Source: an optimization exercise on an open RTL-to-GDS flow (aim: small area and a short achievable clock period). Production flows keep margins and buffers that such runs may drop.
RTL that was checked went through simulation tests only; none was proved equivalent to the original.
Function not checked in runs 5 to 7: the RTL went through the layout flow alone.
Power is estimated from default activity; no workload was simulated.

==> flow/design.v <==
module mem_responder_top (
    input  logic       clk,
    input  logic       rst,
    input  logic       req,
    input  logic       we,
    input  logic [7:0] addr,
    input  logic [7:0] wdata,
    output logic [7:0] rdata,
    output logic       ack,
    output logic       err,
    output logic       busy
);
    mem_responder #(.DW(8), .AW(8), .DEPTH(200), .WAIT(2)) u_resp (
        .clk(clk), .rst(rst), .req(req), .we(we), .addr(addr), .wdata(wdata),
        .rdata(rdata), .ack(ack), .err(err), .busy(busy));
endmodule

module mem_responder #(
    parameter int DW    = 8,
    parameter int AW    = 8,
    parameter int DEPTH = 256,
    parameter int WAIT  = 2
) (
    input  logic          clk,
    input  logic          rst,
    input  logic          req,
    input  logic          we,
    input  logic [AW-1:0] addr,
    input  logic [DW-1:0] wdata,
    output logic [DW-1:0] rdata,
    output logic          ack,
    output logic          err,
    output logic          busy
);
    localparam int NR = 66;      
    localparam int NG = 5;       
    logic       busy_q, ack_q, err_q;
    logic [1:0] st_q;            
    logic          wr_q, inr_q;
    logic [2:0]    tp_q;         
    logic          w1_q;         
    logic [15:0]   lo_q;
    logic [NG-1:0] gr_q;
    logic [2:0]    xr_q;
    logic [DW-1:0] wdata_q;
    logic [DW-1:0] rdata_q;
    logic [2:0] ph_q;            
    logic       ph2_q;
    logic       wp1_q, pre_q;
    logic [DW-1:0] x2 [2];       
    logic [DW-1:0] t1;           
    logic [DW-1:0] grpb [4];     
    logic [DW-1:0] grpx_q;       
    logic          a_hi, a_inr;
    logic [1:0]    a_word;
    logic [2:0]    a_tp;
    logic [15:0]   a_lo;
    logic [NG-1:0] a_gr;
    logic [2:0]    a_xr;
    assign a_hi  = (addr[7:6] == 2'b11);
    assign a_inr = !a_hi || (addr[5:3] == 3'd0);
    always_comb begin
        for (int i = 0; i < 16; i++) a_lo[i] = (addr[3:0] == 4'(i));
        for (int g = 0; g < 4; g++) a_gr[g] = !a_hi && (addr[5:4] == 2'(g));
        a_gr[4] = a_hi && (addr[5:3] == 3'd0);
        a_xr[0] = (addr[2:0] == 3'd0) || (addr[2:0] == 3'd1) || (addr[2:0] == 3'd2);
        a_xr[1] = (addr[2:0] == 3'd3) || (addr[2:0] == 3'd4) || (addr[2:0] == 3'd5);
        a_xr[2] = (addr[2:0] == 3'd6) || (addr[2:0] == 3'd7);
        if (!a_hi) a_word = addr[7:6];
        else case (addr[2:0])
            3'd0, 3'd3, 3'd6: a_word = 2'd0;
            3'd1, 3'd4, 3'd7: a_word = 2'd1;
            default:          a_word = 2'd2;
        endcase
        case (a_word)
            2'd0:    a_tp = 3'b100;
            2'd1:    a_tp = 3'b010;
            default: a_tp = 3'b001;
        endcase
    end
    logic          stage2, accessing, commit, win, preset;
    logic          at_tap_q, at_next_q;    
    logic          is2_q;                  
    logic [2:0]    xr_sel;
    logic [NR:64]  rsel;
    logic [DW-1:0] rd;
    assign rsel[64] = gr_q[4] && xr_q[0];
    assign rsel[65] = gr_q[4] && xr_q[1];
    assign rsel[66] = gr_q[4] && xr_q[2];
    assign stage2    = busy_q && !ack_q && (st_q == 2'd2);
    assign accessing = busy_q && !ack_q && (st_q == 2'd3);
    assign commit    = accessing && !rst && wr_q;
    assign win       = ((stage2 || accessing) && !rst) || wp1_q;
    assign preset    = wr_q && at_tap_q && win;
    assign xr_sel = busy_q ? xr_q : a_xr;
    logic [DW-1:0] grp_x;
    always_comb begin
        grp_x = '0;
        for (int i = 0; i < 2; i++)
            if (xr_sel[i]) grp_x = grp_x | x2[i];
        if (xr_sel[2]) grp_x = grp_x | t1;
    end
    always_comb begin
        rd = '0;
        for (int g = 0; g < NG; g++)
            if (gr_q[g]) rd = rd | (g < 4 ? grpb[g % 4] : grpx_q);
    end
    logic restore;
    logic [DW-1:0] setd_x;
    assign restore = accessing && rst;
    assign setd_x  = restore ? grpx_q : wdata_q;
    logic [2:0] ph_d, tp_d;
    logic       ph2_d, w1_d, is2_d;
    assign ph_d  = {ph_q[1], ph_q[0], !(ph_q[1] || ph_q[0])};
    assign ph2_d = !ph2_q;
    assign tp_d  = busy_q ? tp_q : a_tp;
    assign w1_d  = busy_q ? w1_q : a_word[0];
    assign is2_d = busy_q ? is2_q : (a_gr[4] && a_xr[2]);
    always_ff @(posedge clk) begin
        at_tap_q  <= is2_d ? (w1_d ^ ph2_d) : |(tp_d & ph_d);
        at_next_q <= is2_d ? !(w1_d ^ ph2_d) : |({tp_d[1:0], tp_d[2]} & ph_d);
        ph_q  <= ph_d;
        ph2_q <= !ph2_q;
        wp1_q <= commit;
        pre_q <= preset;
        grpx_q <= grp_x;
    end
    always_ff @(posedge clk) begin
        if (rst) begin
            busy_q <= 1'b0;
            ack_q  <= 1'b0;
            err_q  <= 1'b0;
            st_q   <= 2'd0;
        end else if (!busy_q) begin
            if (req) begin
                busy_q <= 1'b1;
                st_q   <= 2'd1;
            end
        end else if (!ack_q) begin
            if (st_q == 2'd3) begin
                ack_q <= 1'b1;
                err_q <= !inr_q;
                st_q  <= 2'd0;
            end else begin
                st_q <= st_q + 2'd1;
            end
        end else if (!req) begin
            busy_q <= 1'b0;
            ack_q  <= 1'b0;
            err_q  <= 1'b0;
        end
    end
    always_ff @(posedge clk) begin
        if (!busy_q) begin
            wr_q    <= we && a_inr;
            inr_q   <= a_inr;
            tp_q    <= a_tp;
            w1_q    <= a_word[0];
            is2_q   <= a_gr[4] && a_xr[2];
            lo_q    <= a_lo;
            gr_q    <= a_gr;
            xr_q    <= a_xr;
            wdata_q <= wdata;
        end
    end
    always_ff @(posedge clk) begin
        if (!ack_q && at_next_q) rdata_q <= rd;
    end
    for (genvar g = 0; g < 4; g++) begin : g_bank
        mem_responder_bank #(.DW(DW)) u_bank (
            .clk(clk), .idle(!busy_q), .a_lo(a_lo), .lo_q(lo_q),
            .pre(preset && gr_q[g]), .set(pre_q && gr_q[g]), .restore(restore),
            .wdata_q(wdata_q), .grp_q(grpb[g]));
    end
    for (genvar i = 0; i < 2; i++) begin : g_xring
        mem_responder_ring3 #(.DW(DW)) u_ring (
            .clk(clk), .pre(preset && rsel[64 + i]), .set(pre_q && rsel[64 + i]),
            .nd(~setd_x), .tap(x2[i]));
    end
    mem_responder_ring2 #(.DW(DW)) u_ring2 (
        .clk(clk), .pre(preset && rsel[NR]), .set(pre_q && rsel[NR]), .nd(~setd_x), .tap(t1));
    assign rdata = rdata_q;
    assign ack   = ack_q;
    assign err   = err_q;
    assign busy  = busy_q;
endmodule
module mem_responder_bank #(
    parameter int DW = 8
) (
    input  logic          clk,
    input  logic          idle,
    input  logic [15:0]   a_lo,
    input  logic [15:0]   lo_q,
    input  logic          pre,
    input  logic          set,
    input  logic          restore,
    input  logic [DW-1:0] wdata_q,
    output logic [DW-1:0] grp_q
);
    logic [DW-1:0] tap [16];
    logic [DW-1:0] setd, grp_d;
    logic [15:0]   lo_sel;
    assign setd   = restore ? grp_q : wdata_q;
    assign lo_sel = idle ? a_lo : lo_q;
    for (genvar i = 0; i < 16; i++) begin : g_ring
        mem_responder_ring3 #(.DW(DW)) u_ring (
            .clk(clk), .pre(pre && lo_q[i]), .set(set && lo_q[i]), .nd(~setd), .tap(tap[i]));
    end
    always_comb begin
        grp_d = '0;
        for (int i = 0; i < 16; i++)
            if (lo_sel[i]) grp_d = grp_d | tap[i];
    end
    always_ff @(posedge clk) grp_q <= grp_d;
endmodule
module mem_responder_ring3 #(
    parameter int DW = 8
) (
    input  logic          clk,
    input  logic          pre,
    input  logic          set,
    input  logic [DW-1:0] nd,
    output logic [DW-1:0] tap
);
    logic [DW-1:0] q0, q1, q2;
    always_ff @(posedge clk) begin
        q0 <= ~(q2 | {DW{pre}});
        q1 <= ~(q0 | ({DW{set}} & nd));
        q2 <= q1;
    end
    assign tap = q2;
endmodule
module mem_responder_ring2 #(
    parameter int DW = 8
) (
    input  logic          clk,
    input  logic          pre,
    input  logic          set,
    input  logic [DW-1:0] nd,
    output logic [DW-1:0] tap
);
    logic [DW-1:0] q0, q1;
    always_ff @(posedge clk) begin
        q0 <= ~(q1 | {DW{pre}});
        q1 <= ~(q0 | ({DW{set}} & nd));
    end
    assign tap = q1;
endmodule
==> flow/flow/run.sh <==
#!/bin/bash
# Standard ORFS layout (the standard.sh), with the port buffers made of buf_4 cells
# instead of whatever buffer_ports picks by default (it has been picking delay cells).
set -euo pipefail
bash standard.sh finish 'BUFFER_PORTS_ARGS=-buffer_cell sky130_fd_sc_hd__buf_4' > make_finish.log 2>&1
==> flow/standard.sh <==
#!/bin/bash
# synth_recipe.tcl (not shown) runs the flow's synth.tcl, then flattens the netlist and writes it again
# the make line also repeats each setting of config.mk as NAME=value (left out here)
make -C /OpenROAD-flow-scripts/flow DESIGN_CONFIG=/design/flow/config.mk WORK_HOME=/design/flow/orfs CLKGATE_MAP_FILE= SYNTH_SCRIPT=/design/flow/synth_recipe.tcl "${@:-finish}"
==> flow/config.mk <==
export PLATFORM = sky130hd
export DESIGN_NAME = mem_responder_top
export DESIGN_NICKNAME = mem_responder_top
export VERILOG_FILES = /design/flow/design.v
export SDC_FILE = /design/flow/constraint.sdc
export NUM_CORES = 4
export LEC_CHECK = 0
export ABC_CLOCK_PERIOD_IN_PS = 2200
export CAP_MARGIN = 20
export CORE_MARGIN = 2
export CORE_UTILIZATION = 70
export CTS_BUF_LIST = sky130_fd_sc_hd__clkbuf_16
export CTS_CLUSTER_DIAMETER = 60
export CTS_CLUSTER_SIZE = 24
export SETUP_SLACK_MARGIN = 2.4
export SLEW_MARGIN = 20
export SYNTH_HIERARCHICAL = 1
export TNS_END_PERCENT = 25
==> flow/constraint.sdc <==
create_clock -name core_clock -period 4.5 [get_ports {clk}]
set_input_delay 0.9000 -clock core_clock [delete_from_list [all_inputs] [get_ports {clk}]]
set_output_delay 0.9000 -clock core_clock [all_outputs]
set_load 0.01 [all_outputs]
==> impl_metrics.yaml, run 1 <==
outcome:
  outcome: "timing/DRC/antenna clean"
logic_synthesis:
  seq_area_frac_synth: 0.738
  synth_edf_count: 39
  synthCells: 3616
  synth_top_family_by_area: "compound AO/OA/AOI/OAI gates"
  netlist_top_cells_area: "dfxtp_1, a21oi_1, nor2_1, buf_6, edfxtp_1"
  synth_area_um2: 46600
  synth.distinct_cells: 49
  synth.largest_area_cell: "dfxtp_1"
  synth_top_area_share: 0.713
  synth_xor_area_frac: 0.000940
  synthTopCellsByCount: "dfxtp_1, nor2_1, a21oi_1"
  synth_compound_area_frac: 0.121
  synth_most_common_cell: "dfxtp_1"
  ys_ff_latch: 1699
  synth.area.mux_share: 0.0266
  yosys.area_share.simple: 0.0734
  syn-num-nets: 3638
  synthAdderAreaFrac: 0.000537
  synth.avg_cell_area_um2: 12.9
  synth_warnings: 13
  synthFlopType: "dfxtp_1"
  synth_async_sr_flop_share: 0
hold_path:
  min_delay_path_depth: 0
  hp-start: "u_resp.g_bank[2].u_bank.g_ring[9].u_ring.q1[3]$_DFF_P_"
  hold_class: "reg2reg"
floorplan:
  io_pins: 31
  row_count: 94
  start_util: 0.707
  die-area_um2: 68600
  die_h_um: 262
  core_um2: 65900
  dieWidth_um: 262
worst_setup_path:
  reg2regPathDepth: 6
  rr_startpoint: "u_resp.busy_q$_SDFF_PP0_"
  cp-start-kind: "flip-flop"
  arrival_ns: 2.77
  max_stage_delay_ns: 0.44
  timing.critical_path.buf_inv: 2
  crit_cells: 6
  critical_path.slowest_cell: "mux2_2"
  worstSetupPathType: "reg2reg"
  worstPathMaxFanout: 26
  critPathLaunch: "u_resp.busy_q$_SDFF_PP0_"
  path_cells: "inv_16, buf_4, mux2_2, a22o_1, a221oi_1, nand4_1"
  path_delay_family: "compound AO/OA/AOI/OAI gates"
  end_kind: "flip-flop"
  worst-endpoint-required_ns: 5.02
place:
  place_inst: 4369
  gp_congestion: 0.882
  place_hpwl_um: 72200
  dp_slack_ns: 1.11
  io_buffers: 30
sta:
  setup_viol: 0
  hold_viol: 0
  rsz0062_at_grt: "yes"
  fin_skew_ns: 0.0245
  fin_ws_ns: 2.25
  finalSetupTns_ns: 0
  drv_slew: 0
  fin_crit_ns: 2.25
  fin_crit_sh: 0.500
  max_freq_ghz: 0.444
  tightest_slew_ns: 0.955
  max_slew_margin: 0.363
clocking:
  cts_sinks: 1699
  cts_buffer_depth: 3
  cts_made_buffers: 83
  cts_tree: "yes"
  cts.reportedPaths.clkPinSlew_ns: 0.09
  htreeDepth: 3
  ctsRootBufferMaster: "clkbuf_16"
  postCtsHoldBufs: 0
  clk_latency_ns: 0.66
power:
  power_density_nw_per_um2: 484
  vdd_drop_max_v: 0.000408
  power_w: 0.0246
  leakage_nw: 22.5
drt:
  viasPerCell: 6.07
  routed_wl_um: 115000
  drtIter0Drc: 2639
  drc: 0
  firstDrtPassIters: 6
  detail_route.wl_per_cell_um: 25.4
  ant_nets: 0
  vias: 27531
finish:
  final_cells: 4539
  drive_above_1_share: 0.148
  fin_util: 0.774
  layout.area.seq_um2: 34400
  nets: 3669
  fillCellCount: 4105
  area_delta_synth_final_pct: 9.36
  multi_input_area_um2: 11600
global_routing:
  grt_overflow: 0
  grt_pass1_vias: 27570
  grt_max_degree: 27
  track_usage: 0.331
  grt_first_pass_wirelength_um: 169000
  antenna_found_initial: 3
job:
  maxCapViolCount: 0
## worst register-to-register path, stage by stage (launching register included)
cell	delay [ns]
dfxtp_4	0.40
inv_16	0.17
buf_4	0.31
mux2_2	0.44
a22o_1	0.21
a221oi_1	0.43
nand4_1	0.16
## through the flow
step	hold slack [ns]	cell area [um2]
finish	0.319	51000
global route	0.329	51000
CTS	0.322	50400
detailed placement	0.312	46800
global placement	0.310	46800
floorplan	0.310	47100
## state kept, by name, indices dropped and copies added, names as in the netlist, 16 cells and up
register	cells
u_resp.g_xring.u_ring.q2	16
u_resp.g_bank.u_bank.g_ring.u_ring.q1	512
u_resp.g_bank.u_bank.g_ring.u_ring.q2	512
u_resp.g_bank.u_bank.g_ring.u_ring.q0	512
u_resp.g_xring.u_ring.q1	16
u_resp.g_bank.u_bank.grp_q	32
u_resp.lo_q	16
u_resp.g_xring.u_ring.q0	16
## power by group
group | total, W | internal, W | switching, W | leakage, nW
Clock | 0.00823 | 0.00367 | 0.00456 | 1.23
Sequential | 0.0152 | 0.0151 | 0.000112 | 14.2
Combinational | 0.00118 | 0.000484 | 0.000697 | 7.00
## final timing paths
check,endpoint,slack [ns]
setup / recovery,u_resp.g_bank[3].u_bank.grp_q[7]$_DFF_P_,2.25
hold / removal,u_resp.g_bank[2].u_bank.g_ring[9].u_ring.q2[3]$_DFF_P_,0.32
setup reg to reg,u_resp.g_bank[3].u_bank.grp_q[7]$_DFF_P_,2.25
hold reg to reg,u_resp.g_bank[2].u_bank.g_ring[9].u_ring.q2[3]$_DFF_P_,0.32
## cell usage in the layout (no fill, tap or decap), types with 4 or more instances in the layout
cell	count
buf_12	33
nand4_1	32
and2_2	33
clkbuf_16	86
a221oi_4	13
nor2_1	550
a22o_2	4
mux2i_4	32
and2_1	68
a222oi_1	16
edfxtp_1	39
o21ai_0	4
and3_1	9
dfxtp_1	1657
nor3_4	5
a22o_1	128
mux2i_1	8
buf_4	66
buf_8	5
buf_6	6
a22oi_1	13
nand2_1	17
a221oi_1	67
a221oi_2	48
and2_4	39
inv_1	23
a21oi_2	67
a21oi_1	476
mux2_2	24
mux2_4	40
## layout make-up
type / instances / share of cell area
Tap cell: 864 / 0.0212
Timing Repair Buffer: 111 / 0.0260
Timing Repair inverter: 1 / 0.000393
Inverter: 14 / 0.00142
Clock buffer: 86 / 0.0422
Antenna cell: 1 / 0.0000491
Multi-Input combinational cell: 1737 / 0.228
Sequential cell: 1699 / 0.675
Clock inverter: 26 / 0.00528
## per-layer routing
| metal | vias up | track usage | wire [um] |
|---|---|---|---|
| met1 | 13737 | 0.453 | 48500 |
| met5 | - | 0 | 27 |
| met2 | 1096 | 0.525 | 52800 |
| met4 | 4 | 0.136 | 4970 |
| met3 | 267 | 0.0603 | 8980 |
| li1 | 12427 | - | - |
## kinds of logic after synthesis
group                    after synthesis
AND/OR/NAND/NOR                      777
adder cells (fa/ha/maj)                2
multiplexers                         104
XOR/XNOR                               5
buffers and inverters                183
flip-flops                          1699
AO/OA/AOI/OAI                        846
## timing repair
item | in CTS | in global routing
cloned | 2 | 3
endpoints found under the setup margin | 1115 | 993
pin swaps | 1 | 3
resized for setup | 142 | 101
buffers inserted | 45 | 7
==> run 2, diff against run 1 <==
--- a/flow/config.mk
+++ b/flow/config.mk
@@ -12,7 +12,7 @@
 export CTS_BUF_LIST = sky130_fd_sc_hd__clkbuf_16
 export CTS_CLUSTER_DIAMETER = 60
 export CTS_CLUSTER_SIZE = 24
-export SETUP_SLACK_MARGIN = 2.4
+export SETUP_SLACK_MARGIN = 2.25
 export SLEW_MARGIN = 20
 export SYNTH_HIERARCHICAL = 1
-export TNS_END_PERCENT = 25
+export TNS_END_PERCENT = 100
==> run 2 against run 1 <==
Compared with the run above:
- critical path depth down 3
- largest power group unchanged
- fmax shrank 1.7%
- sequential cell count stayed put
- still clean
- core utilization is 0.71 points lower
- global-route usage decreased by 0.052 points
- critical path type unchanged
==> impl_metrics.yaml, run 2 <==
drt:
  top_layer_used: "met5"
  detail_route.wl_per_cell_um: 25.4
  ant_nets: 0
  vias: 27666
  viasPerCell: 6.10
  met1Wirelength_um: 49300
  dr_wl_met2_um: 52100
  drtIter0Drc: 2503
  routed_wl_um: 115000
  drc: 0
  dr_wl_met3_um: 8800
  firstDrtPassIters: 8
logic_synthesis:
  synth_warnings: 13
  synth_async_sr_flop_share: 0
  synthCells: 3616
  synth.distinct_cells: 49
  synth.avg_cell_area_um2: 12.9
  synth_most_common_cell: "dfxtp_1"
  synth_area_um2: 46600
  synth.largest_area_cell: "dfxtp_1"
  synth_top_area_share: 0.713
  seq_area_frac_synth: 0.738
  syn-num-nets: 3638
  netlist_top_cells_area: "dfxtp_1, a21oi_1, nor2_1, buf_6, edfxtp_1"
  synth_edf_count: 39
  synthFlopType: "dfxtp_1"
  ys_ff_latch: 1699
  synthTopCellsByCount: "dfxtp_1, nor2_1, a21oi_1"
sta:
  fin_ws_ns: 2.21
  setup_viol: 0
  hold_viol: 0
  fin_crit_ns: 2.29
  finalSetupTns_ns: 0
  max_freq_ghz: 0.437
  fin_crit_sh: 0.509
  holdWs_ns: 0.324
  tightest_slew_ns: 0.991
  fin_skew_ns: 0.0224
  rsz0062_at_grt: "yes"
  drv_slew: 0
  max_slew_margin: 0.338
floorplan:
  dieWidth_um: 262
  start_util: 0.707
  row_count: 94
  core_um2: 65900
  io_pins: 31
  die-area_um2: 68600
  die_h_um: 262
power:
  leakage_nw: 22.3
  vdd_drop_max_v: 0.000363
  power_density_nw_per_um2: 482
hold_path:
  hp-start: "u_resp.g_bank[1].u_bank.g_ring[6].u_ring.q1[3]$_DFF_P_"
  hold_class: "reg2reg"
clocking:
  cts_sinks: 1699
  cts.reportedPaths.clkPinSlew_ns: 0.09
  postCtsHoldBufs: 0
  cts_buffer_depth: 3
  cts_tree: "yes"
  clk_latency_ns: 0.66
  htreeDepth: 3
  cts_made_buffers: 82
  ctsRootBufferMaster: "clkbuf_16"
place:
  dp_slack_ns: 1.13
  io_buffers: 30
  gp_congestion: 0.874
  place_hpwl_um: 74000
worst_setup_path:
  worstSetupPathType: "reg2reg"
  cp-start-kind: "flip-flop"
  rr_startpoint: "u_resp.gr_q[2]$_DFFE_PN_"
  end_kind: "flip-flop"
  worstPathMaxFanout: 16
  arrival_ns: 2.80
  critPathLaunch: "u_resp.gr_q[2]$_DFFE_PN_"
  worst-endpoint-required_ns: 5.01
finish:
  drive_above_1_share: 0.141
  area_delta_synth_final_pct: 8.35
  layout_commonest_cell: "dfxtp_1"
  fin_util: 0.766
  nets: 3668
  top_regs: "u_resp.g_bank.u_bank.g_ring.u_ring.q0 x512, u_resp.g_bank.u_bank.g_ring.u_ring.q1 x512, u_resp.g_bank.u_bank.g_ring.u_ring.q2 x512"
  mostFrequentLayoutCells: "dfxtp_1, nor2_1, a21oi_1"
global_routing:
  grt_pass1_vias: 27542
  grt_first_pass_wirelength_um: 168000
  grt_overflow: 0
  antenna_found_initial: 8
  grt_max_degree: 26
  track_usage: 0.330
job:
  maxCapViolCount: 0
outcome:
  outcome: "timing/DRC/antenna clean"
[run 2: final cells by class]
| type | instances | area (um2) |
|---|---|---|
| fillers | 4163 | 15400 |
| well taps | 864 | 1080 |
| diodes | 4 | 10.0 |
| clock inverters | 23 | 126 |
| repair inverters | 1 | 8.76 |
| inverters | 14 | 72.6 |
| repair buffers | 110 | 1250 |
| clock buffers | 86 | 2150 |
| multi-input cells | 1738 | 11400 |
| flip-flops and latches | 1699 | 34400 |
[run 2: path summary, 6_finish.rpt]
kind | endpoint | slack [ns] | cells past startpoint
hold / removal | u_resp.g_bank[1].u_bank.g_ring[6].u_ring.q2[3]$_DFF_P_ | 0.32 | 0
hold reg to reg | u_resp.g_bank[1].u_bank.g_ring[6].u_ring.q2[3]$_DFF_P_ | 0.32 | 0
setup reg to reg | u_resp.g_bank[2].u_bank.g_ring[5].u_ring.q1[6]$_DFF_P_ | 2.21 | 3
setup / recovery | u_resp.g_bank[2].u_bank.g_ring[5].u_ring.q1[6]$_DFF_P_ | 2.21 | 3
[run 2: per-stage QoR]
step	power (W)	cell area (um2)	instances
2_1_floorplan	0.0161	47100	3616
3_3_place_gp	0.0165	46800	4369
3_5_place_dp	0.0165	46800	4369
4_1_cts	0.0243	50200	4529
5_1_grt	0.0249	50500	4536
6_report	0.0243	50500	4539
[run 2: logic make-up (layout without fill, tap and decap cells)]
family	after synthesis	in the layout	share of synthesized area
other cells	0	4	0
flops	1699	1699	0.738
mux	104	104	0.0266
simple gates	777	780	0.0734
buf+inv	183	234	0.0389
fa+ha+maj	2	2	0.000537
xor+xnor	5	5	0.000940
compound gates	846	847	0.121
[run 2: routing by layer]
layer	vias up	global-route usage
met5	-	0
met4	6	0.132
met3	285	0.0622
met2	1113	0.517
met1	13841	0.458
li1	12421	-
[run 2: what timing repair did]
item                                    in CTS  in global routing
endpoints found under the setup margin    1080                570
buffers inserted                            50                  2
gates resized for setup                    124                 54
gates cloned                                 1                  4
pin swaps                                    1                  1
[run 2: power by group]
part	switching, W	total, W	internal (W)
combinational	0.000693	0.00115	0.000460
clock	0.00450	0.00796	0.00346
sequential	0.000105	0.0152	0.0151
total	0.00529	0.0243	0.0190
[run 2: critical path: stages (launching register included)]
cell      delay [ns]
edfxtp_1        0.68
and2_1          0.80
and2_1          0.52
a21oi_1         0.13
==> run 3, diff against run 2 <==
--- a/flow/config.mk
+++ b/flow/config.mk
@@ -12,7 +12,7 @@
 export CTS_BUF_LIST = sky130_fd_sc_hd__clkbuf_16
 export CTS_CLUSTER_DIAMETER = 60
 export CTS_CLUSTER_SIZE = 24
-export SETUP_SLACK_MARGIN = 2.25
+export SETUP_SLACK_MARGIN = 2.3
 export SLEW_MARGIN = 20
 export SYNTH_HIERARCHICAL = 1
-export TNS_END_PERCENT = 100
+export TNS_END_PERCENT = 10
==> run 3 against run 2 <==
Compared with the run above:
- clock power about the same
- setup slack better by 0.022 ns
- still clean
- synthesized cell count did not move
- core utilization increased by 0.84 points
- critical path depth down 2
- area after synthesis unchanged
- cell count hardly changed
==> impl_metrics.yaml, run 3 <==
logic_synthesis:
  ys_ff_latch: 1699
  synthCells: 3616
  synth.avg_cell_area_um2: 12.9
  synth_area_um2: 46600
  synth.distinct_cells: 49
  synthTopCellsByCount: "dfxtp_1, nor2_1, a21oi_1"
  synth_edf_count: 39
  synthFlopType: "dfxtp_1"
  synth_async_sr_flop_share: 0
  synth.largest_area_cell: "dfxtp_1"
  synth_most_common_cell: "dfxtp_1"
  seq_area_frac_synth: 0.738
  synth_warnings: 13
  netlist_top_cells_area: "dfxtp_1, a21oi_1, nor2_1, buf_6, edfxtp_1"
  syn-num-nets: 3638
  synth_top_area_share: 0.713
finish:
  n_antenna_cell: 0
  nets: 3675
  top_regs: "u_resp.g_bank.u_bank.g_ring.u_ring.q0 x512, u_resp.g_bank.u_bank.g_ring.u_ring.q1 x512, u_resp.g_bank.u_bank.g_ring.u_ring.q2 x512"
  area_delta_synth_final_pct: 9.54
  mostFrequentLayoutCells: "dfxtp_1, nor2_1, a21oi_1"
  final_cell_area_um2: 51000
  fillCellCount: 4081
  drive_above_1_share: 0.157
  layout_commonest_cell: "dfxtp_1"
place:
  io_buffers: 30
  place_hpwl_um: 72300
  placed_area_um2: 46800
  gp_congestion: 0.864
clocking:
  postCtsHoldBufs: 0
  cts_made_buffers: 82
  clk_latency_ns: 0.67
  htreeDepth: 3
  ctsRootBufferMaster: "clkbuf_16"
  cts.reportedPaths.clkPinSlew_ns: 0.10
  cts_buffer_depth: 3
  cts_sinks: 1699
  cts_tree: "yes"
worst_setup_path:
  cp-start-kind: "flip-flop"
  path_delay_family: "flip-flops"
  critical_path.slowest_cell: "edfxtp_1"
  arrival_ns: 1.37
  worstSetupPathType: "reg2out"
  path_cells: "buf_4"
  timing.critical_path.buf_inv: 1
  end_kind: "output port"
  worst-endpoint-required_ns: 3.60
  max_stage_delay_ns: 0.51
  critPathLaunch: "u_resp.rdata_q[2]$_DFFE_PP_"
  rr_startpoint: "u_resp.lo_q[12]$_DFFE_PN_"
  worstPathMaxFanout: 1
outcome:
  outcome: "timing/DRC/antenna clean"
sta:
  fin_crit_ns: 2.27
  fin_crit_sh: 0.504
  tightest_slew_ns: 0.952
  rsz0062_at_grt: "yes"
  setup_viol: 0
  drv_slew: 0
  max_freq_ghz: 0.441
  finalSetupTns_ns: 0
  hold_viol: 0
  fin_skew_ns: 0.0264
  max_slew_margin: 0.365
floorplan:
  core_um2: 65900
  dieWidth_um: 262
  start_util: 0.707
  die_h_um: 262
  die-area_um2: 68600
  io_pins: 31
  row_count: 94
drt:
  firstDrtPassIters: 6
  detail_route.wl_per_cell_um: 25.4
  ant_nets: 0
  vias: 27718
  routed_wl_um: 115000
  drc: 0
  viasPerCell: 6.10
  drtIter0Drc: 2633
power:
  leakage_nw: 22.5
  power_density_nw_per_um2: 479
  power_w: 0.0244
  vdd_drop_max_v: 0.000383
hold_path:
  hp-start: "u_resp.g_bank[1].u_bank.g_ring[11].u_ring.q1[7]$_DFF_P_"
  hold_class: "reg2reg"
global_routing:
  antenna_found_initial: 6
  grt_overflow: 0
  grt_first_pass_wirelength_um: 169000
  track_usage: 0.330
  grt_pass1_vias: 27414
  grt_max_degree: 26
job:
  maxCapViolCount: 0
[run 3: repair_timing]
item,CTS,global route
pin swaps,0,4
gates cloned,2,3
resized for setup,105,137
buffers inserted,47,15
endpoints found under the setup margin,1067,1055
[run 3: per-layer routing]
layer	routed length, um	track usage	vias up
li1	-	-	12423
met1	48700	0.459	13861
met2	52500	0.513	1182
met3	10000	0.0729	242
met4	3870	0.118	10
met5	55	0	-
[run 3: cell type report]
class | instances | area [um2] | share of cell area
flip-flops and latches | 1699 | 34400 | 0.674
multi-input cells | 1735 | 11800 | 0.231
clock buffers | 83 | 2080 | 0.0407
repair buffers | 120 | 1410 | 0.0276
well taps | 864 | 1080 | 0.0212
clock inverters | 25 | 201 | 0.00395
inverters | 14 | 82.6 | 0.00162
repair inverters | 1 | 8.76 | 0.000172
[run 3: path summary, 6_finish.rpt]
kind / end / slack [ns] / depth (start not counted)
setup / recovery: rdata[2] / 2.23 / 1
hold / removal: u_resp.g_bank[1].u_bank.g_ring[11].u_ring.q2[7]$_DFF_P_ / 0.32 / 0
setup reg to reg: u_resp.g_bank[1].u_bank.grp_q[4]$_DFF_P_ / 2.29 / 4
hold reg to reg: u_resp.g_bank[1].u_bank.g_ring[11].u_ring.q2[7]$_DFF_P_ / 0.32 / 0
[run 3: stage by stage]
stage / hold slack (ns) / setup slack (ns) / cells / utilization
5_1_grt: 0.314 / 2.22 / 4541 / 0.775
4_1_cts: 0.319 / 2.20 / 4523 / 0.762
3_3_place_gp: 0.310 / 1.17 / 4366 / 0.710
3_5_place_dp: 0.312 / 1.09 / 4366 / 0.710
2_1_floorplan: 0.310 / 2.10 / 3616 / -
6_report: 0.316 / 2.23 / 4541 / 0.775
[run 3: cells by family after synthesis]
family / Yosys count / share of synthesized area
flip-flops: 1699 / 0.738
adder cells (fa/ha/maj): 2 / 0.000537
buffers and inverters: 183 / 0.0389
AO/OA/AOI/OAI: 846 / 0.121
XOR/XNOR: 5 / 0.000940
multiplexers: 104 / 0.0266
AND/OR/NAND/NOR: 777 / 0.0734
[run 3: where the power goes]
part	internal [W]	switching (W)	leakage, nW	total [W]
sequential	0.0151	0.000109	14.2	0.0152
clock	0.00344	0.00453	1.16	0.00796
combinational	0.000514	0.000733	7.09	0.00125
==> run 4, diff against run 3 <==
--- a/flow/config.mk
+++ b/flow/config.mk
@@ -10,8 +10,8 @@
 export CORE_MARGIN = 2
 export CORE_UTILIZATION = 70
 export CTS_BUF_LIST = sky130_fd_sc_hd__clkbuf_16
-export CTS_CLUSTER_DIAMETER = 60
-export CTS_CLUSTER_SIZE = 24
+export CTS_CLUSTER_DIAMETER = 50
+export CTS_CLUSTER_SIZE = 20
 export SETUP_SLACK_MARGIN = 2.3
 export SLEW_MARGIN = 20
 export SYNTH_HIERARCHICAL = 1
==> run 4 against run 3 <==
Compared with the run above:
- via count increased by 1.3%
- register-to-register slack got worse by 0.12 ns
- cell count increased by 1.9%
- core utilization is 1.9 points higher
- synthesized cell count is the same
- sequential share of layout area decreased by 1.6 points
- total power is 12% higher
- global-route usage increased by 0.58 points
- sequential cell count did not move
- critical endpoint is now u_resp.g_bank[2].u_bank.grp_q[3]$_DFF_P_
- setup slack worse by 0.076 ns
- critical path depth rose by 7
- sequential power hardly changed
==> impl_metrics.yaml, run 4 <==
drt:
  drtIter0Drc: 2509
  vias: 28067
  viasPerCell: 6.06
  detail_route.wl_per_cell_um: 25.2
  drc: 0
  ant_nets: 0
  firstDrtPassIters: 6
  routed_wl_um: 117000
logic_synthesis:
  synth_warnings: 13
  synth_most_common_cell: "dfxtp_1"
  synthFlopType: "dfxtp_1"
  synthTopCellsByCount: "dfxtp_1, nor2_1, a21oi_1"
  synth.distinct_cells: 49
  syn-num-nets: 3638
  ys_ff_latch: 1699
  seq_area_frac_synth: 0.738
  synth.avg_cell_area_um2: 12.9
  synthCells: 3616
  synth_edf_count: 39
  synth_async_sr_flop_share: 0
  synth.largest_area_cell: "dfxtp_1"
  synth_area_um2: 46600
  synth_top_area_share: 0.713
  netlist_top_cells_area: "dfxtp_1, a21oi_1, nor2_1, buf_6, edfxtp_1"
worst_setup_path:
  crit_top_cell: "buf_4"
  worst-endpoint-required_ns: 5.02
  worstPathMaxFanout: 13
  critical_path.slowest_cell: "mux2_2"
  max_stage_delay_ns: 0.39
  rr_startpoint: "u_resp.busy_q$_SDFF_PP0_"
  cp-start-kind: "input pin"
  r2r-end: "u_resp.g_bank[2].u_bank.grp_q[3]$_DFF_P_"
  critPathLaunch: "addr[0]"
  reg2regPathDepth: 7
  end_kind: "flip-flop"
  arrival_ns: 2.87
  r2r_slack_ns: 2.17
  worstSetupPathType: "in2reg"
  path_cells: "buf_4, nand2_2, nor3_4, buf_4, mux2_2, a22o_1, a221oi_2, nand4_1"
sta:
  fin_skew_ns: 0.0235
  fin_crit_ns: 2.34
  max_slew_margin: 0.385
  max_freq_ghz: 0.427
  hold_viol: 0
  setup_viol: 0
  rsz0062_at_grt: "yes"
  fin_crit_sh: 0.521
  finalSetupTns_ns: 0
  drv_slew: 0
  tightest_slew_ns: 0.922
finish:
  final_cell_area_um2: 52300
  layout.area.seq_um2: 34400
  area_delta_synth_final_pct: 12.3
  fin_util: 0.794
  nets: 3702
  drive_above_1_share: 0.172
  multi_input_area_um2: 11600
  fillCellCount: 3863
  layout_commonest_cell: "dfxtp_1"
  mostFrequentLayoutCells: "dfxtp_1, nor2_1, a21oi_1"
  top_regs: "u_resp.g_bank.u_bank.g_ring.u_ring.q0 x512, u_resp.g_bank.u_bank.g_ring.u_ring.q1 x512, u_resp.g_bank.u_bank.g_ring.u_ring.q2 x512"
floorplan:
  row_count: 94
  die-area_um2: 68600
  core_um2: 65900
  die_h_um: 262
  start_util: 0.707
  dieWidth_um: 262
  io_pins: 31
place:
  place_hpwl_um: 72300
  gp_congestion: 0.864
  placed_area_um2: 46800
  io_buffers: 30
power:
  vdd_drop_max_v: 0.000397
  sw_frac_of_total: 0.225
  p_clk_frac: 0.398
  switchingPower_w: 0.00614
  power_density_nw_per_um2: 522
  power.share.combinational: 0.044
  p_int_w: 0.0212
  p_seq_frac: 0.558
  leakage_nw: 23.1
clocking:
  ctsRootBufferMaster: "clkbuf_16"
  cts.reportedPaths.clkPinSlew_ns: 0.08
  clk_latency_ns: 0.69
  htreeDepth: 3
  cts_buffer_depth: 3
  cts_sinks: 1699
  cts_tree: "yes"
  cts_made_buffers: 116
  postCtsHoldBufs: 0
job:
  maxCapViolCount: 0
hold_path:
  hold_class: "reg2reg"
  min_to: "u_resp.g_bank[0].u_bank.g_ring[7].u_ring.q2[1]$_DFF_P_"
  hp-start: "u_resp.g_bank[0].u_bank.g_ring[7].u_ring.q1[1]$_DFF_P_"
  min_delay_path_depth: 0
global_routing:
  grt_pass1_vias: 28053
  antenna_found_initial: 8
  track_usage: 0.335
  grt_first_pass_wirelength_um: 172000
  grt_overflow: 0
  grt_max_degree: 25
outcome:
  outcome: "timing/DRC/antenna clean"
==> run 4: cell counts after synthesis <==
No cell type changed its count.
==> run 4: critical path, delay by kind of cell <==
family / cells / cell delay [ns]
AO/OA/AOI/OAI: 2 / 0.67
buffers and inverters: 2 / 0.38
multiplexers: 1 / 0.39
AND/OR/NAND/NOR: 3 / 0.50
==> run 4: power groups by stage <==
stage / Combinational [W] / Clock (W) / Sequential (W)
2_1_floorplan: 0.000580 / 0 / 0.0155
3_3_place_gp: 0.000948 / 0 / 0.0156
3_5_place_dp: 0.000955 / 0 / 0.0156
4_1_cts: 0.00112 / 0.0109 / 0.0152
5_1_grt: 0.00124 / 0.0114 / 0.0152
6_report: 0.00121 / 0.0109 / 0.0152
==> run 4: metrics by stage <==
step	std cells	total power, W	worst slack (ns)	hold WS [ns]
finish	4629	0.0273	2.16	0.313
global route	4628	0.0279	2.14	0.322
CTS	4626	0.0272	2.17	0.318
detailed placement	4366	0.0165	1.09	0.312
global placement	4366	0.0165	1.17	0.310
floorplan	3616	0.0161	2.10	0.310
==> run 4: cell type report <==
type / count / share of cell area
multi-input combinational: 1735 / 0.221
antenna: 1 / 0.0000478
tap: 864 / 0.0207
sequential: 1699 / 0.658
clock inverter: 80 / 0.0160
clock buffer: 122 / 0.0584
inverter: 14 / 0.00139
timing repair inverter: 1 / 0.000167
timing repair buffer: 113 / 0.0247
==> run 4: worst max-delay path by stage <==
stage | to | cells after the start
after floorplan | u_resp.g_bank[0].u_bank.g_ring[0].u_ring.q1[5]$_DFF_P_ | 7
after global placement | u_resp.g_bank[2].u_bank.g_ring[15].u_ring.q1[7]$_DFF_P_ | 6
after detailed placement | u_resp.g_bank[0].u_bank.g_ring[6].u_ring.q1[3]$_DFF_P_ | 6
after CTS | u_resp.g_bank[3].u_bank.grp_q[4]$_DFF_P_ | 6
after global routing | u_resp.g_bank[0].u_bank.g_ring[0].u_ring.q0[3]$_DFF_P_ | 7
final | u_resp.g_bank[2].u_bank.grp_q[3]$_DFF_P_ | 8
==> run 4: repair_timing <==
item | CTS | global route
pin swaps | 0 | 2
buffers inserted | 55 | 0
setup endpoints to repair | 1066 | 1065
gates cloned | 3 | 2
resized for setup | 103 | 106
==> run 4: kinds of logic (layout without fill, tap and decap cells) <==
kind of cell | count (synthesis) | count (layout) | share of synthesized area
flops | 1699 | 1699 | 0.738
compound gates | 846 | 846 | 0.121
simple gates | 777 | 778 | 0.0734
buf+inv | 183 | 330 | 0.0389
mux | 104 | 104 | 0.0266
xor+xnor | 5 | 5 | 0.000940
fa+ha+maj | 2 | 2 | 0.000537
other cells | 0 | 1 | 0
==> run 4: routing by layer <==
| layer | GRT usage | share of wire | up-vias | wire (um) |
|---|---|---|---|---|
| met5 | 0 | 0.00068 | - | 79 |
| met2 | 0.524 | 0.45 | 1296 | 53000 |
| met3 | 0.0765 | 0.086 | 258 | 10000 |
| met1 | 0.460 | 0.42 | 13949 | 49200 |
| li1 | - | - | 12552 | - |
| met4 | 0.128 | 0.038 | 12 | 4470 |
==> run 5, diff against run 4 <==
--- a/flow/design.v
+++ b/flow/design.v
@@ -81,6 +81,7 @@
     logic          stage2, accessing, commit, win, preset;
     logic          at_tap_q, at_next_q;    
     logic          is2_q;                  
+    logic [15:0]   lo_sel;
     logic [2:0]    xr_sel;
     logic [NR:64]  rsel;
     logic [DW-1:0] rd;
@@ -92,6 +93,7 @@
     assign commit    = accessing && !rst && wr_q;
     assign win       = ((stage2 || accessing) && !rst) || wp1_q;
     assign preset    = wr_q && at_tap_q && win;
+    assign lo_sel = busy_q ? lo_q : a_lo;
     assign xr_sel = busy_q ? xr_q : a_xr;
     logic [DW-1:0] grp_x;
     always_comb begin
@@ -168,7 +170,7 @@
     end
     for (genvar g = 0; g < 4; g++) begin : g_bank
         mem_responder_bank #(.DW(DW)) u_bank (
-            .clk(clk), .idle(!busy_q), .a_lo(a_lo), .lo_q(lo_q),
+            .clk(clk), .lo_sel(lo_sel), .lo_q(lo_q),
             .pre(preset && gr_q[g]), .set(pre_q && gr_q[g]), .restore(restore),
             .wdata_q(wdata_q), .grp_q(grpb[g]));
     end
@@ -188,8 +190,7 @@
     parameter int DW = 8
 ) (
     input  logic          clk,
-    input  logic          idle,
-    input  logic [15:0]   a_lo,
+    input  logic [15:0]   lo_sel,
     input  logic [15:0]   lo_q,
     input  logic          pre,
     input  logic          set,
@@ -199,9 +200,7 @@
 );
     logic [DW-1:0] tap [16];
     logic [DW-1:0] setd, grp_d;
-    logic [15:0]   lo_sel;
     assign setd   = restore ? grp_q : wdata_q;
-    assign lo_sel = idle ? a_lo : lo_q;
     for (genvar i = 0; i < 16; i++) begin : g_ring
         mem_responder_ring3 #(.DW(DW)) u_ring (
             .clk(clk), .pre(pre && lo_q[i]), .set(set && lo_q[i]), .nd(~setd), .tap(tap[i]));
--- a/flow/config.mk
+++ b/flow/config.mk
@@ -10,8 +10,8 @@
 export CORE_MARGIN = 2
 export CORE_UTILIZATION = 70
 export CTS_BUF_LIST = sky130_fd_sc_hd__clkbuf_16
-export CTS_CLUSTER_DIAMETER = 50
-export CTS_CLUSTER_SIZE = 20
+export CTS_CLUSTER_DIAMETER = 60
+export CTS_CLUSTER_SIZE = 24
 export SETUP_SLACK_MARGIN = 2.3
 export SLEW_MARGIN = 20
 export SYNTH_HIERARCHICAL = 1
==> run 5 against run 4 <==
Compared with the run above:
- still clean on timing, DRC and antenna
- clock power fell by 25%
- total power shrank 11%
- first-iteration DRC count up 18%
- core utilization shrank 3.0 points
- fmax shrank 1.5%
- clock skew down 0.00066 ns
- area after synthesis fell by 0.60%
- design area decreased by 4.1%
- non-clock buffer count is 25 higher
- worst hold slack improved by 0.0081 ns
- critical endpoint is now u_resp.g_bank[1].u_bank.g_ring[12].u_ring.q1[2]$_DFF_P_
- largest cell class unchanged
==> impl_metrics.yaml, run 5 <==
sta:
  rsz0062_at_grt: "yes"
  tightest_slew_ns: 0.979
  setup_viol: 0
  finalSetupTns_ns: 0
  max_slew_margin: 0.347
  fin_skew_ns: 0.0229
  fin_crit_sh: 0.529
  max_freq_ghz: 0.420
  hold_viol: 0
  fin_crit_ns: 2.38
  holdWs_ns: 0.321
  drv_slew: 0
worst_setup_path:
  r2r_slack_ns: 2.12
  cp-endpoint: "u_resp.g_bank[1].u_bank.g_ring[12].u_ring.q1[2]$_DFF_P_"
  worst-endpoint-required_ns: 5.02
  worstSetupPathType: "reg2reg"
  critical_path.slowest_cell: "and2_1"
  crit_cells: 3
  worstPathMaxFanout: 16
  reg2regPathDepth: 3
  crit_top_cell: "and2_1"
  arrival_ns: 2.90
  r2r-end: "u_resp.g_bank[1].u_bank.g_ring[12].u_ring.q1[2]$_DFF_P_"
  path_cells: "and2_1, and2_1, a21oi_1"
  max_stage_delay_ns: 0.85
  end_kind: "flip-flop"
  cp-start-kind: "flip-flop"
  timing.critical_path.buf_inv: 0
  critPathLaunch: "u_resp.gr_q[1]$_DFFE_PN_"
  rr_startpoint: "u_resp.gr_q[1]$_DFFE_PN_"
  path_delay_family: "simple AND/OR/NAND/NOR gates"
finish:
  top_regs: "u_resp.g_bank.u_bank.g_ring.u_ring.q0 x512, u_resp.g_bank.u_bank.g_ring.u_ring.q1 x512, u_resp.g_bank.u_bank.g_ring.u_ring.q2 x512"
  drive_above_1_share: 0.132
  mostFrequentLayoutCells: "dfxtp_1, nor2_1, a21oi_1"
  layout_commonest_cell: "dfxtp_1"
  nets: 3653
  area_delta_synth_final_pct: 8.31
floorplan:
  die-area_um2: 68200
  io_pins: 31
  row_count: 94
  core_um2: 65600
  start_util: 0.706
  dieWidth_um: 261
  die_h_um: 261
global_routing:
  track_usage: 0.341
  antenna_found_initial: 4
  grt_first_pass_wirelength_um: 172000
  grt_max_degree: 52
  grt_pass1_vias: 26879
  grt_overflow: 0
logic_synthesis:
  synthTopCellsByCount: "dfxtp_1, nor2_1, a21oi_1"
  synth.distinct_cells: 49
  synth.largest_area_cell: "dfxtp_1"
  synth_edf_count: 23
  synth_async_sr_flop_share: 0
  synthCells: 3625
  synth_most_common_cell: "dfxtp_1"
  synthFlopType: "dfxtp_1"
  syn-num-nets: 3647
  synth.avg_cell_area_um2: 12.8
  synth_warnings: 13
  synth_area_um2: 46300
  synth_top_area_share: 0.724
  netlist_top_cells_area: "dfxtp_1, a21oi_1, nor2_1, buf_6, a22o_1"
  ys_ff_latch: 1699
  seq_area_frac_synth: 0.739
clocking:
  cts_tree: "yes"
  cts.reportedPaths.clkPinSlew_ns: 0.09
  clk_latency_ns: 0.67
  htreeDepth: 3
  postCtsHoldBufs: 0
  cts_made_buffers: 85
  cts_sinks: 1699
  cts_buffer_depth: 3
  ctsRootBufferMaster: "clkbuf_16"
drt:
  viasPerCell: 6.13
  firstDrtPassIters: 6
  drc: 0
  vias: 27774
  ant_nets: 0
  drtIter0Drc: 2961
  detail_route.wl_per_cell_um: 26.3
  routed_wl_um: 119000
power:
  vdd_drop_max_v: 0.000411
  leakage_nw: 22.1
  power_density_nw_per_um2: 486
place:
  place_hpwl_um: 75400
  io_buffers: 30
  gp_congestion: 0.914
job:
  maxCapViolCount: 0
hold_path:
  min_delay_path_depth: 0
  hold_class: "reg2reg"
  hp-start: "u_resp.g_bank[3].u_bank.g_ring[1].u_ring.q1[0]$_DFF_P_"
outcome:
  outcome: "timing/DRC/antenna clean"
==> run 5: worst min-delay path by stage <==
stage	endpoint	slack [ns]
global route	u_resp.g_bank[2].u_bank.g_ring[14].u_ring.q2[6]$_DFF_P_	0.33
floorplan	u_resp.g_bank[0].u_bank.g_ring[0].u_ring.q2[0]$_DFF_P_	0.31
CTS	u_resp.g_bank[2].u_bank.g_ring[14].u_ring.q2[6]$_DFF_P_	0.32
finish	u_resp.g_bank[3].u_bank.g_ring[1].u_ring.q2[0]$_DFF_P_	0.32
global placement	u_resp.g_bank[3].u_bank.g_ring[14].u_ring.q2[6]$_DFF_P_	0.31
detailed placement	u_resp.g_bank[2].u_bank.g_ring[1].u_ring.q2[6]$_DFF_P_	0.31
==> run 5: cell type report <==
class	instances	area, um2
flip-flops and latches	1699	34300
fillers	4142	15500
multi-input cells	1692	10800
clock buffers	87	2180
repair buffers	138	1540
well taps	864	1080
clock inverters	29	229
inverters	13	65.1
repair inverters	2	31.3
diodes	5	12.5
==> run 5: timing repair <==
action | 4_1_cts | 5_1_grt
pin swaps | 7 | 12
cloned | 6 | 4
gates resized for setup | 39 | 73
setup buffers | 42 | 31
endpoints found under the setup margin | 1084 | 948
==> run 5: cells by family (layout without fill, tap and decap cells) <==
family / after synthesis / after routing / synth area share
AO/OA/AOI/OAI: 861 / 863 / 0.128
XOR/XNOR: 3 / 3 / 0.000567
adder cells (fa/ha/maj): 2 / 2 / 0.000540
buffers and inverters: 240 / 269 / 0.0485
flip-flops: 1699 / 1699 / 0.739
multiplexers: 41 / 41 / 0.00886
other: 0 / 5 / 0
AND/OR/NAND/NOR: 779 / 783 / 0.0741
==> run 5: power breakdown <==
group / total, W / switching [W] / internal, W
clock: 0.00818 / 0.00458 / 0.00361
sequential: 0.0152 / 0.0000945 / 0.0151
combinational: 0.000988 / 0.000617 / 0.000371
total: 0.0244 / 0.00529 / 0.0191
==> run 5: per-layer routing <==
layer	track usage	vias up	routed length, um
li1	-	12335	-
met1	0.492	13854	51300
met2	0.527	1306	52600
met3	0.0542	277	10100
met4	0.124	2	5090
met5	0	-	8
==> run 5: metrics by stage <==
stage	setup WS [ns]	power, W	instances	area, um2	util
after global routing	2.16	0.0250	4524	50200	0.764
final	2.12	0.0244	4529	50200	0.764
after CTS	1.91	0.0243	4489	49500	0.754
after floorplan	2.21	0.0160	3625	46900	-
after detailed placement	1.15	0.0163	4325	46400	0.707
after global placement	1.17	0.0163	4324	46400	0.707
==> run 6, diff against run 5 <==
--- a/flow/design.v
+++ b/flow/design.v
@@ -81,7 +81,6 @@
     logic          stage2, accessing, commit, win, preset;
     logic          at_tap_q, at_next_q;    
     logic          is2_q;                  
-    logic [15:0]   lo_sel;
     logic [2:0]    xr_sel;
     logic [NR:64]  rsel;
     logic [DW-1:0] rd;
@@ -93,7 +92,6 @@
     assign commit    = accessing && !rst && wr_q;
     assign win       = ((stage2 || accessing) && !rst) || wp1_q;
     assign preset    = wr_q && at_tap_q && win;
-    assign lo_sel = busy_q ? lo_q : a_lo;
     assign xr_sel = busy_q ? xr_q : a_xr;
     logic [DW-1:0] grp_x;
     always_comb begin
@@ -170,7 +168,7 @@
     end
     for (genvar g = 0; g < 4; g++) begin : g_bank
         mem_responder_bank #(.DW(DW)) u_bank (
-            .clk(clk), .lo_sel(lo_sel), .lo_q(lo_q),
+            .clk(clk), .idle(!busy_q), .a_low(addr[3:0]), .lo_q(lo_q),
             .pre(preset && gr_q[g]), .set(pre_q && gr_q[g]), .restore(restore),
             .wdata_q(wdata_q), .grp_q(grpb[g]));
     end
@@ -190,7 +188,8 @@
     parameter int DW = 8
 ) (
     input  logic          clk,
-    input  logic [15:0]   lo_sel,
+    input  logic          idle,
+    input  logic [3:0]    a_low,
     input  logic [15:0]   lo_q,
     input  logic          pre,
     input  logic          set,
@@ -200,7 +199,10 @@
 );
     logic [DW-1:0] tap [16];
     logic [DW-1:0] setd, grp_d;
+    logic [15:0]   lo_sel;
     assign setd   = restore ? grp_q : wdata_q;
+    always_comb
+        for (int i = 0; i < 16; i++) lo_sel[i] = idle ? (a_low == 4'(i)) : lo_q[i];
     for (genvar i = 0; i < 16; i++) begin : g_ring
         mem_responder_ring3 #(.DW(DW)) u_ring (
             .clk(clk), .pre(pre && lo_q[i]), .set(set && lo_q[i]), .nd(~setd), .tap(tap[i]));
==> run 6 against run 5 <==
Compared with the run above:
- combinational power increased by 36%
- worst hold slack got worse by 0.0045 ns
- still clean
- sequential cell count unchanged
- sequential share of layout area is 5.0 points lower
- wire length grew 24%
- count of clock-buffer cells in the layout grew 6
- total power grew 4.1%
- area after synthesis grew 9.2%
==> impl_metrics.yaml, run 6 <==
clocking:
  htreeDepth: 3
  ctsRootBufferMaster: "clkbuf_16"
  cts_made_buffers: 89
  postCtsHoldBufs: 0
  cts_tree: "yes"
  cts_buffer_depth: 3
  cts_sinks: 1699
  cts.reportedPaths.clkPinSlew_ns: 0.10
  clk_latency_ns: 0.67
sta:
  finalSetupTns_ns: 0
  fin_crit_sh: 0.512
  tightest_slew_ns: 0.931
  max_freq_ghz: 0.434
  drv_slew: 0
  setup_viol: 0
  fin_ws_ns: 2.20
  fin_skew_ns: 0.0223
  rsz0062_at_grt: "yes"
  hold_viol: 0
  max_slew_margin: 0.379
  fin_crit_ns: 2.30
global_routing:
  grt_first_pass_wirelength_um: 215000
  grt_pass1_vias: 32705
  track_usage: 0.390
  grt_max_degree: 70
  grt_overflow: 0
  antenna_found_initial: 10
drt:
  viasPerCell: 6.55
  ant_nets: 0
  drtIter0Drc: 4586
  routed_wl_um: 148000
  firstDrtPassIters: 7
  drc: 0
  vias: 34179
  detail_route.wl_per_cell_um: 28.3
place:
  dp_slack_ns: 1.22
  gp_congestion: 1.03
  place_hpwl_um: 95300
  io_buffers: 30
finish:
  top_regs: "u_resp.g_bank.u_bank.g_ring.u_ring.q0 x512, u_resp.g_bank.u_bank.g_ring.u_ring.q1 x512, u_resp.g_bank.u_bank.g_ring.u_ring.q2 x512"
  fillCellCount: 4603
  area_delta_synth_final_pct: 7.56
  multi_input_area_um2: 14400
  drive_above_1_share: 0.116
  layout.area.seq_um2: 34400
  layout_commonest_cell: "dfxtp_1"
  mostFrequentLayoutCells: "dfxtp_1, nor2_1, a21oi_1"
  nets: 4253
logic_synthesis:
  seq_area_frac_synth: 0.680
  synthCells: 4288
  synth_compound_area_frac: 0.150
  synthAdderAreaFrac: 0.000495
  synth.largest_area_cell: "dfxtp_1"
  ys_ff_latch: 1699
  synth_xor_area_frac: 0.000866
  synth_warnings: 13
  synthTopCellsByCount: "dfxtp_1, nor2_1, a21oi_1"
  synth_edf_count: 39
  synth.area.mux_share: 0.0277
  netlist_top_cells_area: "dfxtp_1, a21oi_1, nor2_1, buf_6, a22oi_1"
  yosys.area_share.simple: 0.0946
  syn-num-nets: 4310
  synth_top_area_share: 0.657
  synthFlopType: "dfxtp_1"
  synth.distinct_cells: 61
  synth_top_family_by_area: "compound AO/OA/AOI/OAI gates"
  synth_most_common_cell: "dfxtp_1"
  synth.avg_cell_area_um2: 11.8
  synth_async_sr_flop_share: 0
  synth_area_um2: 50600
worst_setup_path:
  max_stage_delay_ns: 0.38
  rr_startpoint: "u_resp.busy_q$_SDFF_PP0_"
  worstPathMaxFanout: 38
  end_kind: "flip-flop"
  reg2regPathDepth: 7
  cp-start-kind: "input pin"
  r2r-end: "u_resp.g_bank[0].u_bank.grp_q[1]$_DFF_P_"
  critical_path.slowest_cell: "buf_6"
  path_cells: "buf_6, nor2b_1, and3_4, a22o_1, a2111oi_2, nand4_1"
  worstSetupPathType: "in2reg"
  r2r_slack_ns: 2.24
  worst-endpoint-required_ns: 4.98
  arrival_ns: 2.79
outcome:
  outcome: "timing/DRC/antenna clean"
floorplan:
  dieWidth_um: 273
  row_count: 98
  die_h_um: 273
  die-area_um2: 74400
  start_util: 0.707
  io_pins: 31
  core_um2: 71500
power:
  power_density_nw_per_um2: 466
  leakage_nw: 23.9
  vdd_drop_max_v: 0.000382
hold_path:
  hp-start: "u_resp.g_bank[3].u_bank.g_ring[9].u_ring.q1[5]$_DFF_P_"
  min_delay_path_depth: 0
  hold_class: "reg2reg"
  min_to: "u_resp.g_bank[3].u_bank.g_ring[9].u_ring.q2[5]$_DFF_P_"
job:
  maxCapViolCount: 0
## run 6: through the flow
| stage | utilization | area (um2) | power, W | hold slack (ns) | std cells |
|---|---|---|---|---|---|
| 6_report | 0.761 | 54400 | 0.0253 | 0.317 | 5218 |
| 5_1_grt | 0.761 | 54400 | 0.0260 | 0.322 | 5218 |
| 4_1_cts | 0.758 | 54200 | 0.0253 | 0.319 | 5207 |
| 3_5_place_dp | 0.706 | 50500 | 0.0167 | 0.312 | 5022 |
| 3_3_place_gp | 0.706 | 50500 | 0.0167 | 0.309 | 5022 |
| 2_1_floorplan | - | 51100 | 0.0162 | 0.310 | 4288 |
## run 6: kinds of logic after synthesis
group / after synthesis
adder cells (fa/ha/maj): 2
multiplexers: 124
flip-flops: 1699
AND/OR/NAND/NOR: 1021
AO/OA/AOI/OAI: 1130
buffers and inverters: 307
XOR/XNOR: 5
## run 6: where the power goes
| part | total [W] | internal [W] | switching [W] |
|---|---|---|---|
| Sequential | 0.0152 | 0.0151 | 0.0000898 |
| Clock | 0.00880 | 0.00396 | 0.00484 |
| Combinational | 0.00134 | 0.000494 | 0.000847 |
| Total | 0.0253 | 0.0196 | 0.00578 |
## run 6: worst max-delay path by stage
stage,startpoint,endpoint,slack [ns],cells past startpoint
3_3_place_gp,addr[0],u_resp.g_bank[2].u_bank.grp_q[2]$_DFF_P_,1.27,7
3_5_place_dp,addr[0],u_resp.g_bank[2].u_bank.grp_q[1]$_DFF_P_,1.22,7
5_1_grt,u_resp.rdata_q[4]$_DFFE_PP_,rdata[4],2.20,1
4_1_cts,u_resp.ack_q$_SDFFE_PP0P_,ack,2.22,1
6_report,addr[1],u_resp.g_bank[3].u_bank.grp_q[1]$_DFF_P_,2.20,6
2_1_floorplan,rst,u_resp.g_bank[0].u_bank.g_ring[0].u_ring.q1[5]$_DFF_P_,2.10,7
## run 6: area by class of cell
| type | instances | area share |
|---|---|---|
| multi-input combinational | 2283 | 0.265 |
| timing repair buffer | 139 | 0.0292 |
| timing repair inverter | 1 | 0.000161 |
| sequential | 1699 | 0.633 |
| tap | 950 | 0.0219 |
| antenna | 1 | 0.0000460 |
| clock inverter | 34 | 0.00690 |
| inverter | 18 | 0.00154 |
| clock buffer | 93 | 0.0428 |
## run 6: metal layers
metal  up-vias  wire length [um]  global-route usage
met5         -                64                   0
met4        10              7500               0.169
met2      2165             65500               0.605
li1      14816                 -                   -
met1     16661             59500               0.533
met3       527             15200              0.0805
## run 6: repair_timing
action,in CTS,in global routing
resized for setup,51,58
endpoints found under the setup margin,1119,928
pin swaps,1,2
setup buffers,56,9
cloned,2,1
## run 6: critical path: cells and delay by family
family | cells | cell delay [ns]
and+or+nand+nor | 3 | 0.77
AOI/OAI and AO/OA | 2 | 0.64
buffers and inverters | 1 | 0.38
==> run 7, diff against run 6 <==
--- a/flow/design.v
+++ b/flow/design.v
@@ -46,7 +46,8 @@
     logic [DW-1:0] rdata_q;
     logic [2:0] ph_q;            
     logic       ph2_q;
-    logic       wp1_q, pre_q;
+    logic          wp1_q, pre_q;
+    logic [NG-1:0] preg_q;       
     logic [DW-1:0] x2 [2];       
     logic [DW-1:0] t1;           
     logic [DW-1:0] grpb [4];     
@@ -123,6 +124,7 @@
         ph2_q <= !ph2_q;
         wp1_q <= commit;
         pre_q <= preset;
+        preg_q <= {NG{preset}} & gr_q;
         grpx_q <= grp_x;
     end
     always_ff @(posedge clk) begin
@@ -168,8 +170,8 @@
     end
     for (genvar g = 0; g < 4; g++) begin : g_bank
         mem_responder_bank #(.DW(DW)) u_bank (
-            .clk(clk), .idle(!busy_q), .a_low(addr[3:0]), .lo_q(lo_q),
-            .pre(preset && gr_q[g]), .set(pre_q && gr_q[g]), .restore(restore),
+            .clk(clk), .idle(!busy_q), .a_lo(a_lo), .lo_q(lo_q),
+            .pre(preset && gr_q[g]), .set(preg_q[g]), .restore(restore),
             .wdata_q(wdata_q), .grp_q(grpb[g]));
     end
     for (genvar i = 0; i < 2; i++) begin : g_xring
@@ -189,7 +191,7 @@
 ) (
     input  logic          clk,
     input  logic          idle,
-    input  logic [3:0]    a_low,
+    input  logic [15:0]   a_lo,
     input  logic [15:0]   lo_q,
     input  logic          pre,
     input  logic          set,
@@ -201,8 +203,7 @@
     logic [DW-1:0] setd, grp_d;
     logic [15:0]   lo_sel;
     assign setd   = restore ? grp_q : wdata_q;
-    always_comb
-        for (int i = 0; i < 16; i++) lo_sel[i] = idle ? (a_low == 4'(i)) : lo_q[i];
+    assign lo_sel = idle ? a_lo : lo_q;
     for (genvar i = 0; i < 16; i++) begin : g_ring
         mem_responder_ring3 #(.DW(DW)) u_ring (
             .clk(clk), .pre(pre && lo_q[i]), .set(set && lo_q[i]), .nd(~setd), .tap(tap[i]));
==> run 7 against run 6 <==
Compared with the run above:
- clock power down 6.8%
- global-route usage decreased by 6.4 points
- setup slack better by 0.0028 ns
- combinational power shrank 11%
- count of clock-buffer cells in the layout decreased by 6
- sequential cell count increased by 4
- critical endpoint is now u_resp.g_bank[1].u_bank.grp_q[3]$_DFF_P_
- largest cell class unchanged
==> impl_metrics.yaml, run 7 <==
worst_setup_path:
  reg2regPathDepth: 7
  r2r_slack_ns: 2.20
  worstPathMaxFanout: 21
  arrival_ns: 2.80
  r2r-end: "u_resp.g_bank[1].u_bank.grp_q[3]$_DFF_P_"
  cp-start-kind: "flip-flop"
  path_delay_family: "compound AO/OA/AOI/OAI gates"
  critical_path.slowest_cell: "mux2_4"
  worstSetupPathType: "reg2reg"
  timing.critical_path.buf_inv: 3
  worst-endpoint-required_ns: 5.00
  max_stage_delay_ns: 0.39
  rr_startpoint: "u_resp.busy_q$_SDFF_PP0_"
  path_cells: "buf_12, clkinv_16, buf_16, mux2_4, a22o_1, a221oi_1, nand4_1"
  end_kind: "flip-flop"
finish:
  multi_input_area_um2: 11500
  nets: 3675
  layout_commonest_cell: "dfxtp_1"
  final_cell_area_um2: 51000
  area_delta_synth_final_pct: 9.27
  mostFrequentLayoutCells: "dfxtp_1, nor2_1, a21oi_1"
  layout.area.seq_um2: 34500
  drive_above_1_share: 0.151
  top_regs: "u_resp.g_bank.u_bank.g_ring.u_ring.q0 x512, u_resp.g_bank.u_bank.g_ring.u_ring.q1 x512, u_resp.g_bank.u_bank.g_ring.u_ring.q2 x512"
  fillCellCount: 4088
logic_synthesis:
  synth_most_common_cell: "dfxtp_1"
  seq_area_frac_synth: 0.739
  ys_ff_latch: 1703
  synth.distinct_cells: 49
  synth_async_sr_flop_share: 0
  synth.avg_cell_area_um2: 12.9
  netlist_top_cells_area: "dfxtp_1, a21oi_1, nor2_1, buf_6, edfxtp_1"
  synth.largest_area_cell: "dfxtp_1"
  synthTopCellsByCount: "dfxtp_1, nor2_1, a21oi_1"
  syn-num-nets: 3636
  synthFlopType: "dfxtp_1"
  synth_top_area_share: 0.714
  synthCells: 3614
  synth_edf_count: 39
  synth_area_um2: 46600
  synth_warnings: 13
sta:
  fin_skew_ns: 0.0269
  max_slew_margin: 0.349
  fin_crit_ns: 2.30
  max_freq_ghz: 0.435
  tightest_slew_ns: 0.977
  setup_viol: 0
  rsz0062_at_grt: "yes"
  finalSetupTns_ns: 0
  drv_slew: 0
  fin_crit_sh: 0.511
  hold_viol: 0
drt:
  vias: 27660
  ant_nets: 0
  detail_route.wl_per_cell_um: 25.2
  firstDrtPassIters: 9
  drtIter0Drc: 2465
  routed_wl_um: 114000
  drc: 0
  viasPerCell: 6.09
clocking:
  cts_tree: "yes"
  htreeDepth: 3
  ctsRootBufferMaster: "clkbuf_16"
  clk_latency_ns: 0.66
  cts_buffer_depth: 3
  cts_sinks: 1703
  cts_made_buffers: 84
  cts.reportedPaths.clkPinSlew_ns: 0.10
power:
  p_clk_frac: 0.333
  p_int_w: 0.0193
  vdd_drop_max_v: 0.000357
  power_density_nw_per_um2: 484
  sw_frac_of_total: 0.218
  leakage_nw: 22.4
  p_seq_frac: 0.619
  power.share.combinational: 0.048
  switchingPower_w: 0.00538
global_routing:
  track_usage: 0.325
  grt_pass1_vias: 27129
  antenna_found_initial: 4
  grt_max_degree: 43
  grt_overflow: 0
  grt_first_pass_wirelength_um: 167000
place:
  placed_area_um2: 46800
  place_hpwl_um: 70600
  io_buffers: 30
  gp_congestion: 0.871
hold_path:
  hold_class: "reg2reg"
  min_delay_path_depth: 0
  min_to: "u_resp.g_bank[3].u_bank.g_ring[11].u_ring.q2[2]$_DFF_P_"
  hp-start: "u_resp.g_bank[3].u_bank.g_ring[11].u_ring.q1[2]$_DFF_P_"
floorplan:
  core_um2: 65900
  die_h_um: 262
  start_util: 0.708
  io_pins: 31
  row_count: 94
  dieWidth_um: 262
  die-area_um2: 68700
outcome:
  outcome: "timing/DRC/antenna clean"
job:
  maxCapViolCount: 0
run 7: cell types whose count changed after synthesis, sizes merged, moves of 53 or more:
cell / delta
mux2i: -64
clkbuf: -69
nand2: -53
a221oi: +62
a21oi: -87
a22oi: -187
mux2: +57
buf: -53
run 7: worst max path at each step:
stage                                     start                                                 endpoint  slack (ns)  cells after the start
floorplan                                   rst   u_resp.g_bank[0].u_bank.g_ring[0].u_ring.q1[5]$_DFF_P_        2.10                      7
finish                 u_resp.busy_q$_SDFF_PP0_                 u_resp.g_bank[1].u_bank.grp_q[3]$_DFF_P_        2.20                      7
global route        u_resp.rdata_q[7]$_DFFE_PP_                                                 rdata[7]        2.19                      1
detailed placement                          rst  u_resp.g_bank[3].u_bank.g_ring[13].u_ring.q1[3]$_DFF_P_        0.90                      6
global placement                            rst  u_resp.g_bank[2].u_bank.g_ring[15].u_ring.q1[3]$_DFF_P_        0.98                      6
CTS                    u_resp.lo_q[3]$_DFFE_PN_                 u_resp.g_bank[2].u_bank.grp_q[1]$_DFF_P_        1.97                      4
run 7: layout make-up:
cell class                 instances  area share
timing repair inverter             2    0.000491
tap                              864      0.0212
timing repair buffer             117      0.0275
inverter                           7     0.00110
clock inverter                    25     0.00434
clock buffer                      87      0.0427
multi-input combinational       1738       0.226
antenna                            2   0.0000982
sequential                      1703       0.677
run 7: logic make-up (layout without fill, tap and decap cells):
logic type,count (synthesis),after routing,synth area share
buf+inv,174,238,0.0378
other cells,0,2,0
compound gates,839,839,0.120
fa+ha+maj,2,2,0.000536
flops,1703,1703,0.739
simple gates,788,789,0.0746
xor+xnor,3,3,0.000563
mux,105,105,0.0268
run 7: worst register-to-register path, delay by kind of cell, from the launching register on:
| kind | cells | cell delay [ns] |
|---|---|---|
| AOI/OAI and AO/OA | 2 | 0.65 |
| buffers and inverters | 3 | 0.52 |
| muxes | 1 | 0.39 |
| DFF | 1 | 0.38 |
| and+or+nand+nor | 1 | 0.21 |
run 7: metal layers:
layer / vias to the layer above / global-route usage / part of all wire / wire (um)
met5: - / 0 / 0.00020 / 23
met4: 4 / 0.125 / 0.035 / 4000
met3: 223 / 0.0540 / 0.074 / 8470
met2: 1105 / 0.506 / 0.46 / 52400
met1: 13890 / 0.461 / 0.43 / 49500
li1: 12438 / - / - / -
run 7: power by group through the flow:
| stage | Sequential, W | Combinational, W | Clock [W] |
|---|---|---|---|
| 2_1_floorplan | 0.0155 | 0.000579 | 0 |
| 3_3_place_gp | 0.0156 | 0.000925 | 0 |
| 3_5_place_dp | 0.0156 | 0.000933 | 0 |
| 4_1_cts | 0.0153 | 0.00104 | 0.00826 |
| 5_1_grt | 0.0153 | 0.00122 | 0.00879 |
| 6_report | 0.0153 | 0.00119 | 0.00820 |
run 7: per-stage QoR:
stage / worst slack (ns) / utilization / hold slack, ns / cells / power, W
after global routing: 2.19 / 0.774 / 0.321 / 4543 / 0.0253
after floorplan: 2.10 / - / 0.310 / 3614 / 0.0161
after CTS: 1.97 / 0.761 / 0.323 / 4516 / 0.0246
after detailed placement: 0.901 / 0.710 / 0.312 / 4358 / 0.0166
after global placement: 0.976 / 0.710 / 0.310 / 4357 / 0.0165
final: 2.20 / 0.774 / 0.320 / 4545 / 0.0247
run 7: what timing repair did:
item                                    in CTS  in global routing
gates cloned                                 0                  4
hold buffers                                 0                  0
pin swaps                                    1                  6
buffers inserted                            46                 23
endpoints found under the setup margin    1070                581
resized for setup                           63                135

Check on run 7: ideal ports give 2.199 ns setup slack; a clkbuf_16 on the clock port and buf_2 on the inputs give 2.132 ns; moving port delays by the midpoint clock arrival (0.720 ns) as well gives 1.439 ns.
